Source: an optimization exercise on an open RTL-to-GDS flow (aim: small area, a short achievable clock period and few clock cycles). Production flows keep margins and buffers that such runs may drop. No functional check of the RTL was part of any run shown here. Power figures rest on the tool's default switching activity, not on a simulated workload.

==> flow/design.v (outline; a module is shown in full before it is edited, if it fits) <==
// module sixteen_lane_string_hash: 7988 lines
module sixteen_lane_string_hash (
  input  wire logic                         clk,
  input  wire logic                         rst,
  input  wire logic                         s_tvalid,
  output      logic                         s_tready,
  input  wire logic [slsh_pkg::S_DATA_W-1:0] s_tdata,    
  input  wire logic                         s_tuser,    
  input  wire logic                         s_tlast,    
  output      logic                         m_tvalid,
  input  wire logic                         m_tready,
  output      logic [slsh_pkg::M_DATA_W-1:0] m_tdata,    
  output      logic                         m_tlast     
);
  // ...
==> flow/flow/run.sh <==
#!/bin/bash
# Standard layout, with one extra step between synthesis and floorplan:
# flow/polarity.py pushes inverters through full-adder cells (a full adder is
# self-dual), which removes most of the inverters that synthesis leaves between
# the adders of the carry-save trees. Registers are not touched.
set -euo pipefail
work=$(pwd)
res=$work/orfs/results/${FLOW_PLATFORM:-sky130hd}/sixteen_lane_string_hash/base
bash standard.sh synth > "$work/synth.log" 2>&1
cp "$res/1_2_yosys.v" "$work/1_2_yosys.orig.v"
python3 flow/polarity.py "$work/1_2_yosys.orig.v" "$res/1_2_yosys.v" > "$work/polarity.log" 2>&1
bash standard.sh > "$work/layout.log" 2>&1
test -f out/final.def
==> flow/flow/polarity.py <==
#!/usr/bin/env python3
"""Pushes inverters through full-adder cells.

A full adder is self-dual: FA(~a, ~b, ~c) = (~sum, ~cout). Synthesis leaves many
inverters between full adders; this chooses, for each full adder, whether it
works on its signals' complements, so that as few nets as possible need an
inverted copy, then rewrites the netlist with one inverter per such net.
usage: polarity.py in.v out.v
"""
import re, sys, random

INV = 'sky130_fd_sc_hd__inv_1'
FA_TYPES = ('sky130_fd_sc_hd__fa_1', 'sky130_fd_sc_hd__fa_2', 'sky130_fd_sc_hd__fa_4')
OUT_PINS = {'X', 'Y', 'Q', 'Q_N', 'SUM', 'COUT', 'HI', 'LO'}
INV_TYPES = ('sky130_fd_sc_hd__inv_1', 'sky130_fd_sc_hd__inv_2', 'sky130_fd_sc_hd__inv_4',
             'sky130_fd_sc_hd__clkinv_1', 'sky130_fd_sc_hd__clkinv_2')

src = open(sys.argv[1]).read()
mstart = src.index('module ')
mend = src.rindex('endmodule')
body = src[mstart:mend]

cell_re = re.compile(r'^\s*(sky130_fd_sc_hd__\w+)\s+(\S+)\s*\((.*?)\);\s*$', re.S | re.M)
pin_re = re.compile(r'\.(\w+)\(\s*(.*?)\s*\)\s*(?:,|$)', re.S)

cells = []   # [type, name, [(pin, net)]]
spans = []
for m in cell_re.finditer(body):
    pins = pin_re.findall(m.group(3))
    cells.append([m.group(1), m.group(2), pins])
    spans.append((m.start(), m.end()))
if 'assign ' in body:
    sys.exit('netlist has assign statements')

ports = set()
for m in re.finditer(r'^\s*(input|output|inout)\s+(?:\[[^\]]*\]\s*)?(\S+)\s*;', body, re.M):
    ports.add(m.group(2))

def is_port_net(n):
    base = n.split('[')[0].strip()
    return base in ports or n in ports

driver = {}     # net -> (cell index, pin)
loads = {}      # net -> [(cell index, pin)]
for i, (t, name, pins) in enumerate(cells):
    for p, n in pins:
        if not n:
            continue
        if p in OUT_PINS:
            driver[n] = (i, p)
        else:
            loads.setdefault(n, []).append((i, p))

def is_inv(i):
    return cells[i][0] in INV_TYPES

def inv_in(i):
    return dict(cells[i][2])['A']

def root(n):
    par = 0
    seen = 0
    while n in driver and is_inv(driver[n][0]) and not is_port_net(n):
        n = inv_in(driver[n][0])
        par ^= 1
        seen += 1
        if seen > 1000:
            raise SystemExit('inverter loop')
    return n, par

fa = [i for i, c in enumerate(cells) if c[0] in FA_TYPES]
fa_set = set(fa)
# FAs that may not flip: an output is a port
fixed = set()
for i in fa:
    for p, n in cells[i][2]:
        if p in OUT_PINS and is_port_net(n):
            fixed.add(i)

# logical loads: every non-inverter load pin (and inverter loads driving ports), by root
# each load: (cell index or -1, pin, base net, parity)
ll = []
for i, (t, name, pins) in enumerate(cells):
    if is_inv(i):
        out = dict(pins)['Y']
        if is_port_net(out):
            b, par = root(dict(pins)['A'])
            ll.append((i, 'A', b, par))
        continue
    for p, n in pins:
        if p in OUT_PINS or not n:
            continue
        b, par = root(n)
        ll.append((i, p, b, par))
# output ports driven through inverters are loads of their own; port nets driven directly are fine.

p = {i: 0 for i in fa}
def drv_flip(b):
    d = driver.get(b)
    if d and d[0] in fa_set:
        return p[d[0]]
    return 0

by_base = {}
for k, (i, pin, b, par) in enumerate(ll):
    by_base.setdefault(b, []).append(k)
fa_loads = {i: [] for i in fa}   # load entries on FA inputs
for k, (i, pin, b, par) in enumerate(ll):
    if i in fa_set:
        fa_loads[i].append(k)
fa_outs = {i: [n for pp, n in cells[i][2] if pp in OUT_PINS and n] for i in fa}

def need(k):
    i, pin, b, par = ll[k]
    v = par ^ drv_flip(b)
    if i in fa_set:
        v ^= p[i]
    return v

def net_cost(b):
    return 1 if any(need(k) for k in by_base.get(b, [])) else 0

def cost_around(i):
    nets = set(ll[k][2] for k in fa_loads[i]) | set(fa_outs[i])
    return sum(net_cost(b) for b in nets), nets

total = sum(net_cost(b) for b in by_base)
before = sum(1 for c in cells if c[0] in INV_TYPES)
random.seed(1)
improved = True
rounds = 0
while improved and rounds < 50:
    improved = False
    rounds += 1
    order = fa[:]
    random.shuffle(order)
    for i in order:
        if i in fixed:
            continue
        c0, nets = cost_around(i)
        p[i] ^= 1
        c1 = sum(net_cost(b) for b in nets)
        if c1 < c0:
            improved = True
        elif c1 == c0 and random.random() < 0.3:
            pass
        else:
            p[i] ^= 1
after = sum(net_cost(b) for b in by_base)
sys.stderr.write('inverters before %d, inverted nets after %d (%d rounds)\n' % (before, after, rounds))

# rewrite: new pin connections for non-inverter cells; inverters rebuilt
newnet = {}   # base net -> inverted net name
newinv = []
cnt = 0
def inverted(b):
    global cnt
    if b not in newnet:
        cnt += 1
        nn = '_pol_n%d_' % cnt
        newnet[b] = nn
        newinv.append(('_pol_i%d_' % cnt, b, nn))
    return newnet[b]

conn = {}   # (cell index, pin) -> net
for k, (i, pin, b, par) in enumerate(ll):
    conn[(i, pin)] = inverted(b) if need(k) else b

out_cells = []
keep = [True] * len(cells)
for i, (t, name, pins) in enumerate(cells):
    if is_inv(i):
        outn = dict(pins)['Y']
        if not is_port_net(outn):
            keep[i] = False
            continue
    newpins = []
    for pp, n in pins:
        if pp in OUT_PINS or not n:
            newpins.append((pp, n))
        else:
            newpins.append((pp, conn.get((i, pp), n)))
    cells[i][2] = newpins

def esc(n):
    return n + ' ' if n.startswith('\\') else n

def fmt(t, name, pins):
    return '  %s %s (\n%s\n  );' % (t, esc(name), ',\n'.join('    .%s(%s)' % (pp, esc(n)) for pp, n in pins))

pieces = []
last = 0
for i, (a, e) in enumerate(spans):
    pieces.append(body[last:a])
    if keep[i]:
        pieces.append('\n' + fmt(*cells[i]))
    last = e
pieces.append(body[last:])
nb = ''.join(pieces)
decl = ''.join('  wire %s;\n' % nn for _, _, nn in newinv)
invs = ''.join('\n' + fmt(INV, name, [('A', b), ('Y', nn)]) for name, b, nn in newinv)
# put declarations after the port list
hdr_end = nb.index(');') + 2
nb = nb[:hdr_end] + '\n' + decl + nb[hdr_end:] + invs + '\n'
open(sys.argv[2], 'w').write(src[:mstart] + nb + src[mend:])
sys.stderr.write('wrote %d inverters\n' % len(newinv))
==> flow/standard.sh <==
#!/bin/bash
# synth_recipe.tcl (not shown) runs the flow's synth.tcl, then flattens the netlist and writes it again
# the make line also repeats each setting of config.mk as NAME=value (left out here)
make -C /OpenROAD-flow-scripts/flow DESIGN_CONFIG=/design/flow/config.mk WORK_HOME=/design/flow/orfs CLKGATE_MAP_FILE= SYNTH_SCRIPT=/design/flow/synth_recipe.tcl "${@:-finish}"
==> flow/config.mk <==
export PLATFORM = sky130hd
export DESIGN_NAME = sixteen_lane_string_hash
export DESIGN_NICKNAME = sixteen_lane_string_hash
export VERILOG_FILES = /design/flow/design.v
export SDC_FILE = /design/flow/constraint.sdc
export NUM_CORES = 4
export LEC_CHECK = 0
export CAP_MARGIN = 20
export CORE_MARGIN = 2
export CORE_UTILIZATION = 40
export SLEW_MARGIN = 20
==> flow/constraint.sdc <==
create_clock -name core_clock -period 17.0 [get_ports {clk}]
set_input_delay 3.4000 -clock core_clock [delete_from_list [all_inputs] [get_ports {clk}]]
set_output_delay 3.4000 -clock core_clock [all_outputs]
set_load 0.01 [all_outputs]
==> run notes, run 1 <==
final wirelength 338000 um; crit share post-route 0.360; area occupied by multi-input gates 72100 um2; Reg with most FFs lanes; Final Hold Vio Count 0; worst vdd ir 1.10 mV; R2R Setup Slk 10890 ps; Largest cell class multi-input gates; outcome timing/DRC/antenna clean; Crit path required time 17680 ps; DR vias 73209; GRT Max-Usage Layer met2; Layout area overhead 8.66%; Max stage delay cell, worst path dfxtp_1; # rows 177; final-layout clock buffer total 129; Port-buffer cells 108; Int Pwr 0.00866 W; Comb pwr share 0.740; I/O Pins 121; Switching Fraction 0.495; worst slew pin tran 1300 ps; GRT Util Overall 0.284; ant diodes 10; share of cells above drive strength 1 0.0444
==> run 2: changes to the inputs <==
--- a/flow/design.v
+++ b/flow/design.v
@@ -105,37 +105,37 @@
   output      logic                         m_tvalid,
   input  wire logic                         m_tready,
   output      logic [slsh_pkg::M_DATA_W-1:0] m_tdata,    
   output      logic                         m_tlast     
 );
   localparam int L = slsh_pkg::LANES;
   localparam int W = slsh_pkg::LANE_W;
   logic                r_v, r_user, r_last;
-  slsh_pkg::sym_code_t r_code;
+  logic [slsh_pkg::SYM_W-1:0] r_byte;
   logic                k_v, k_user, k_last;
-  slsh_pkg::sym_code_t k_code;
-  slsh_pkg::sym_code_t in_code;
+  logic [slsh_pkg::SYM_W-1:0] k_byte;
+  slsh_pkg::sym_code_t r_code;    
   logic                in_fire;
   logic                go;        
   logic                take;      
   logic                space_ok;  
   slsh_pkg::sym_code_t [L-1:0] sl_code;
   logic [L-1:0]                sl_user;
   logic [L:0]                  sl_last;
   logic [L-1:0][W-1:0] lanes;
   logic [L-1:0][W-1:0] lanes_upd;
   logic                rst_q;   
   logic                a_v, b_v;
   logic [W-1:0]        a_w, b_w;
   slsh_pkg::lane_idx_t a_i, b_i;
   logic                push, pop;
   logic [W-1:0]        o_w;
   slsh_pkg::lane_idx_t o_i;
-  assign in_code  = slsh_pkg::code_of(s_tdata);
+  assign r_code   = slsh_pkg::code_of(r_byte);
   assign s_tready = !k_v;
   assign in_fire  = s_tvalid && !k_v;
   assign go       = !b_v;
   assign space_ok = !(|sl_last[L-2:0]);
   assign take     = go && r_v && !sl_last[0] && (!r_last || space_ok);
   always_ff @(posedge clk) begin
     rst_q <= rst;
   end
@@ -154,27 +154,27 @@
       end else if (in_fire) begin
         k_v <= 1'b1;
       end
     end
   end
   always_ff @(posedge clk) begin
     if (!r_v || take) begin
       if (k_v) begin
-        r_code <= k_code;
+        r_byte <= k_byte;
         r_user <= k_user;
         r_last <= k_last;
       end else begin
-        r_code <= in_code;
+        r_byte <= s_tdata;
         r_user <= s_tuser;
         r_last <= s_tlast;
       end
     end
     if (in_fire) begin
-      k_code <= in_code;
+      k_byte <= s_tdata;
       k_user <= s_tuser;
       k_last <= s_tlast;
     end
   end
   always_ff @(posedge clk) begin
     if (rst) begin
       sl_user <= '0;
       sl_last <= '0;
==> flow/flow/run.sh (replaced) <==
#!/bin/bash
# Standard layout with two changes:
#  - between synthesis and floorplan, flow/polarity.py pushes inverters through
#    full-adder cells (a full adder is self-dual), removing most of the inverters
#    synthesis leaves between the adders of the carry-save trees; registers are
#    not touched;
#  - timing repair aims for the setup margin in flow/margin (ns) instead of the
#    default, so that the achieved period is pushed below the clock period.
# The constraints (constraint.sdc) are the standard flow's, unchanged.
set -euo pipefail
work=$(pwd)
res=$work/orfs/results/${FLOW_PLATFORM:-sky130hd}/sixteen_lane_string_hash/base
margin=$(cat flow/margin 2>/dev/null || echo 0)
bash standard.sh synth > "$work/synth.log" 2>&1
cp "$res/1_2_yosys.v" "$work/1_2_yosys.orig.v"
python3 flow/polarity.py "$work/1_2_yosys.orig.v" "$res/1_2_yosys.v" > "$work/polarity.log" 2>&1
bash standard.sh "SETUP_SLACK_MARGIN=$margin" finish > "$work/layout.log" 2>&1
test -f out/final.def
==> flow/flow/margin (new file) <==
12
--- a/flow/flow/polarity.py
+++ b/flow/flow/polarity.py
@@ -141,16 +141,38 @@
         p[i] ^= 1
         c1 = sum(net_cost(b) for b in nets)
         if c1 < c0:
             improved = True
         elif c1 == c0 and random.random() < 0.3:
             pass
         else:
             p[i] ^= 1
+# annealing from the greedy result, keeping the best assignment seen
+import math
+free = [i for i in fa if i not in fixed]
+cur = sum(net_cost(b) for b in by_base)
+best = cur
+bestp = dict(p)
+steps = 100 * len(free)
+for step in range(steps):
+    T = 0.6 * (1 - step / steps) + 0.01
+    i = random.choice(free)
+    c0, nets = cost_around(i)
+    p[i] ^= 1
+    c1 = sum(net_cost(b) for b in nets)
+    dlt = c1 - c0
+    if dlt <= 0 or random.random() < math.exp(-dlt / T):
+        cur += dlt
+        if cur < best:
+            best = cur
+            bestp = dict(p)
+    else:
+        p[i] ^= 1
+p = bestp
 after = sum(net_cost(b) for b in by_base)
 sys.stderr.write('inverters before %d, inverted nets after %d (%d rounds)\n' % (before, after, rounds))
 
 # rewrite: new pin connections for non-inverter cells; inverters rebuilt
 newnet = {}   # base net -> inverted net name
 newinv = []
 cnt = 0
 def inverted(b):
==> flow/config.mk (replaced) <==
export PLATFORM = sky130hd
export DESIGN_NAME = sixteen_lane_string_hash
export DESIGN_NICKNAME = sixteen_lane_string_hash
export VERILOG_FILES = /design/flow/design.v
export SDC_FILE = /design/flow/constraint.sdc
export NUM_CORES = 4
export LEC_CHECK = 0
export ABC_CLOCK_PERIOD_IN_PS = 4000
export CAP_MARGIN = 20
export CORE_MARGIN = 2
export CORE_UTILIZATION = 40
export SLEW_MARGIN = 20
==> run notes, run 2 <==
most frequent cells in the layout 1431 x fa_1, 940 x inv_1, 907 x nand2_1 (was 1552 x fa_1, 1108 x inv_1, 979 x ha_1); share of cells above drive strength 1 0.191 (was 0.0444); final wirelength 347000 um (was 338000 um); Avg Inst Size Synth 9.98 um2 (was 9.94 um2); critical path class register to primary output (was register to register); worst slew pin tran 1290 ps (was 1300 ps); drt via density 5.78 (was 5.77); Hold Path Class register to register (unchanged); clock slew at reported path FFs 60 ps (about the same); vias in the first global route 77545 (was 74921); Layout area overhead 18.9% (was 8.66%); final setup fails 0 (unchanged); clock buffer depth 3 (unchanged); wire per inst 26.5 um (was 26.6 um); static leakage 45.0 nW (was 42.4 nW); Final Hold Vio Count 0 (unchanged); Crit path max-delay family flip-flops (was adder cells); fin nets 12484 (was 12003); # hold bufs at CTS 0 (unchanged); clk_skew 38.3 ps (was 73.4 ps); Pwr Density 215 nW/um2 (was 168 nW/um2); DIE AREA 237000 um2 (was 239000 um2); I/O Pins 121 (unchanged); Fmax 185 MHz (was 164 MHz); worst vdd ir 0.403 mV (was 1.10 mV); most common cell after layout, fill and taps aside fa_1 (unchanged); CP arrival 2000 ps (was 6790 ps); Iter 0 DRT Violations 6577 (was 6850); Slew Limit Fails 0 (unchanged); H-tree levels 3 (unchanged); most used cell, CP buf_6 (was fa_1); Max Cap Violations 0 (unchanged); CTS root buf clkbuf_16 (unchanged); Largest regs lanes (512), sl_code (96) (unchanged); outcome timing/DRC/antenna clean (unchanged); Reg with most FFs lanes (unchanged); Mapped Cells 9346 (was 9444); Crit path required time 13600 ps (was 17680 ps); YS warnings 1 (unchanged); # rows 177 (unchanged); gr ovfl total 0 (unchanged); min Tclk post-route 5400 ps (was 6110 ps); Fin Setup TNS 0 ps (unchanged); TritonCTS clock tree yes (unchanged); CTS Buf Count 102 (unchanged); GRT Util Overall 0.290 (was 0.284); RSZ-0062 raised after global routing true (was false); Die H 487 um (was 488 um); Max stage delay cell, worst path edfxtp_1 (was dfxtp_1); crit end category primary output (was register); max FFs per register 512 (unchanged); Port-buffer cells 108 (unchanged); initial antenna violation count 24 (was 34); mapped cell area 93300 um2 (was 93900 um2); DP HPWL 268000 um (was 272000 um); largest net degree at the start of global routing 75 (was 54); critical-path cell list buf_6 -> o21ai_4 -> buf_6 -> nand2_2 -> o21ai_1 -> buf_2 (was inv_1 -> fa_1 -> fa_1 -> fa_1 -> inv_1 -> fa_1 -> ha_1 -> a21o_1 -> a21oi_1 -> o21ai_0 -> a31oi_1 -> a21boi_1 -> o21ai_1 -> o41ai_2 -> o21ai_1 -> xor2_1 -> a22o_1); max incr delay on CP 510 ps (was 870 ps); DR pass1 iterations 6 (unchanged); number of remaining DRC errors 0 (unchanged); worst skew pair latency 790 ps (was 820 ps); routability cong. 1.00 (was 1.04); DR vias 75527 (was 73209); Placed Cells 12281 (was 12484); crit share post-route 0.318 (was 0.360); CP Buf/Inv Count 3 (was 2); Setup crit start kind register (unchanged); slew margin rel. 0.137 (was 0.134); ANT nets after route 0 (unchanged); Sink Count 738 (was 734); global-route wire length before repair 512000 um (was 502000 um); Starting Density 0.402 (was 0.403); critical path fanouts, max 3 (was 7); Non-Filler Instances 13075 (was 12689); die extent in x 487 um (was 488 um); core area 232000 um2 (was 233000 um2)
run 2: path summary, 6_finish.rpt:
check             slack [ps]               startpoint  depth (start not counted)                       to
hold / removal           480  lanes[444]$_SDFFE_PP0P_                          2  lanes[444]$_SDFFE_PP0P_
hold reg to reg          480  lanes[444]$_SDFFE_PP0P_                          2  lanes[444]$_SDFFE_PP0P_
setup / recovery       11600         a_w[1]$_DFFE_PP_                          6              m_tdata[37]
setup reg to reg       11830    sl_code[52]$_DFFE_PN_                         20  lanes[287]$_SDFFE_PP0P_
run 2: through the flow:
| stage | total power (W) | util | hold WS, ps | instance area, um2 | setup slack (ps) |
|---|---|---|---|---|---|
| 2_1_floorplan | 0.0138 | - | 445 | 93500 | 12000 |
| 3_3_place_gp | 0.0168 | 0.421 | 462 | 97900 | 11180 |
| 3_5_place_dp | 0.0169 | 0.421 | 466 | 97900 | 11100 |
| 4_1_cts | 0.0212 | 0.459 | 475 | 107000 | 11540 |
| 5_1_grt | 0.0258 | 0.477 | 497 | 111000 | 11520 |
| 6_report | 0.0238 | 0.478 | 477 | 111000 | 11600 |
run 2: tightest hold or removal path: cells and delay by family, from the launching register on:
family | cells | cell delay, ps
flip-flops | 1 | 330
AND/OR/NAND/NOR | 1 | 60
AO/OA/AOI/OAI | 1 | 50
run 2: final cells by class:
type                       instances  area, um2
tap                             3043       3810
sequential                       738      17000
clock inverter                    61        641
antenna                            4       10.0
clock buffer                     132       2810
fill                           21188     121000
inverter                        1001       3870
multi-input combinational       7308      76100
timing repair buffer             788       6750
run 2: timing repair:
item,CTS,global route
setup buffers,388,205
resized for setup,1014,655
pin swaps,253,526
cloned,0,0
endpoints found under the setup margin,293,217
run 2: per-layer routing:
metal  part of all wire  up-vias  GRT usage  wire, um
li1                   -    33186          -         -
met5            0.00019        -          0        65
met3              0.088      710     0.0666     30600
met4              0.069       10      0.162     23800
met1               0.39    38608      0.370    135000
met2               0.45     3013      0.454    157000
run 2: power by group:
part / internal, W / switching, W / total [W]
combinational: 0.00933 / 0.0101 / 0.0195
clock: 0.00130 / 0.000982 / 0.00228
sequential: 0.00189 / 0.000217 / 0.00210
total: 0.0125 / 0.0113 / 0.0238
==> run 3: changes to the inputs <==
==> flow/flow/margin (replaced) <==
11
--- a/flow/config.mk
+++ b/flow/config.mk
@@ -5,7 +5,6 @@
 export SDC_FILE = /design/flow/constraint.sdc
 export NUM_CORES = 4
 export LEC_CHECK = 0
-export ABC_CLOCK_PERIOD_IN_PS = 4000
 export CAP_MARGIN = 20
 export CORE_MARGIN = 2
 export CORE_UTILIZATION = 40
==> run notes, run 3 <==
outcome timing/DRC/antenna clean (unchanged); worst skew pair latency 830 ps (was 790 ps); routability cong. 1.03 (was 1.00); min Tclk post-route 5970 ps (was 5400 ps); YS warnings 1 (unchanged); static leakage 41.7 nW (was 45.0 nW); fin nets 11955 (was 12484); CP arrival 2570 ps (was 2000 ps); max FFs per register 512 (unchanged); Layout area overhead 9.36% (was 18.9%); Largest regs lanes (512), sl_code (96) (unchanged); DR vias 73128 (was 75527); DIE AREA 237000 um2 (unchanged); ANT nets after route 0 (unchanged); Avg Inst Size Synth 9.98 um2 (unchanged); Hold Path Class register to register (unchanged); crit end category primary output (unchanged); initial antenna violation count 25 (was 24); crit share post-route 0.351 (was 0.318); final wirelength 339000 um (was 347000 um); H-tree levels 3 (unchanged); share of cells above drive strength 1 0.0494 (was 0.191); I/O Pins 121 (unchanged); Reg with most FFs lanes (unchanged); RSZ-0062 raised after global routing true (unchanged); CTS root buf clkbuf_16 (unchanged); global-route wire length before repair 504000 um (was 512000 um); clock buffer depth 3 (unchanged); Iter 0 DRT Violations 6517 (was 6577); DR pass1 iterations 6 (unchanged); clk_skew 75.6 ps (was 38.3 ps); Pwr Density 191 nW/um2 (was 215 nW/um2); clock slew at reported path FFs 60 ps (about the same); number of remaining DRC errors 0 (unchanged); wire per inst 27.0 um (was 26.5 um); worst slew pin tran 1260 ps (was 1290 ps); Final Hold Vio Count 0 (unchanged); Slew Limit Fails 0 (unchanged); worst vdd ir 0.259 mV (was 0.403 mV); Mapped Cells 9346 (unchanged); largest net degree at the start of global routing 65 (was 75); most common cell after layout, fill and taps aside fa_1 (unchanged); Die H 487 um (unchanged); DP HPWL 274000 um (was 268000 um); Fmax 167 MHz (was 185 MHz); most frequent cells in the layout 1552 x fa_1, 998 x inv_1, 979 x ha_1 (was 1431 x fa_1, 940 x inv_1, 907 x nand2_1); Sink Count 738 (unchanged); mapped cell area 93300 um2 (unchanged); Setup crit start kind register (unchanged); die extent in x 487 um (unchanged); drt via density 5.82 (was 5.78); critical path class register to primary output (unchanged); CTS Buf Count 103 (was 102); Crit path required time 13600 ps (about the same); Max Cap Violations 0 (unchanged); Core Util, Final 0.439 (was 0.478); Fin Setup TNS 0 ps (unchanged); # rows 177 (unchanged); critical path fanouts, max 5 (was 3); vias in the first global route 75219 (was 77545); TritonCTS clock tree yes (unchanged); GRT Util Overall 0.288 (was 0.290); core area 232000 um2 (unchanged); Starting Density 0.402 (unchanged); Port-buffer cells 108 (unchanged); gr ovfl total 0 (unchanged); slew margin rel. 0.158 (was 0.137); final setup fails 0 (unchanged)
-- run 3: layer usage --
metal | global-route usage | routed length, um | vias up
li1 | - | - | 32129
met1 | 0.370 | 135000 | 37355
met2 | 0.449 | 152000 | 2952
met3 | 0.0655 | 28600 | 678
met4 | 0.156 | 22800 | 14
met5 | 0 | 130 | -
-- run 3: worst paths after layout --
kind                                         startpoint                 endpoint  slack (ps)  cells past startpoint
worst max-delay path                  a_w[17]$_DFFE_PP_              m_tdata[69]       11030                      4
worst min-delay path            sl_last[4]$_SDFFE_PP0N_  sl_last[4]$_SDFFE_PP0N_         470                      2
worst max register to register  lanes[354]$_SDFFE_PP0P_  lanes[381]$_SDFFE_PP0P_       11160                     17
worst min register to register  sl_last[4]$_SDFFE_PP0N_  sl_last[4]$_SDFFE_PP0N_         470                      2
-- run 3: report_power, final --
group	internal (W)	total [W]	switching, W
sequential	0.00189	0.00219	0.000300
combinational	0.00651	0.0149	0.00836
clock	0.00140	0.00242	0.00102
-- run 3: critical path, cell delays in order, from the launching register on --
cell             delay [ps]
edfxtp_1                450
inv_1                   100
ha_1                    230
o21ai_1                 360
clkdlybuf4s50_1         620
-- run 3: cell type report --
class,count,area [um2]
clock buffers,127,2890
multi-input cells,7308,71900
well taps,3043,3810
clock inverters,69,802
repair buffers,258,2220
diodes,11,27.5
inverters,1001,3770
fillers,22031,130000
flip-flops and latches,738,16700
-- run 3: metrics by stage --
| step | area (um2) | hold WS (ps) | cells | total power (W) | worst slack [ps] |
|---|---|---|---|---|---|
| floorplan | 93400 | 445 | 9357 | 0.0136 | 11260 |
| global placement | 97800 | 451 | 12284 | 0.0167 | 11050 |
| detailed placement | 97800 | 464 | 12287 | 0.0168 | 11090 |
| CTS | 101000 | 470 | 12483 | 0.0194 | 10850 |
| global route | 102000 | 493 | 12547 | 0.0214 | 10830 |
| finish | 102000 | 471 | 12555 | 0.0195 | 11030 |
-- run 3: what timing repair did --
| item | in CTS | in global routing |
|---|---|---|
| gates resized for setup | 7 | 12 |
| hold buffers | 0 | 0 |
| buffers inserted | 0 | 56 |
| setup endpoints to repair | 4 | 21 |
| cloned | 0 | 0 |

-- re-timing with driven ports --
In the flow no input, the clock included, has a driving cell. The finished layouts below were timed again as built, in two steps. Step 1 sets driving cells, clkbuf_16 on the clock port and buf_2 on the other inputs (assumed; they add their load-dependent delay and slew). Step 2, shift: input delay + t, output delay - t, t = (earliest + latest rising clock arrival at the registers) / 2. This alone moves slack from input paths to output paths. a / b / c = no drivers / after step 1 / after step 2; a / b = the first two.
| run | shift t [ns] | setup WS [ns] | worst hold slack (ns) | slew at the worst register clock pin (ns) |
|---|---|---|---|---|
| run 1 | 0.885 | 10.888 / 10.888 / 10.877 | 0.421 / 0.421 / 0.421 | 0.08 / 0.08 |
| run 2 | 0.869 | 11.598 / 11.498 / 11.586 | 0.477 / 0.477 / 0.477 | 0.07 / 0.07 |
| run 3 | 0.888 | 11.029 / 10.926 / 11.162 | 0.471 / 0.471 / 0.471 | 0.08 / 0.08 |
After both steps setup and hold are still met in every run listed. The setup slack of run 2, which loses most, moves by -0.100 ns with the drivers and by -0.012 ns with both steps.
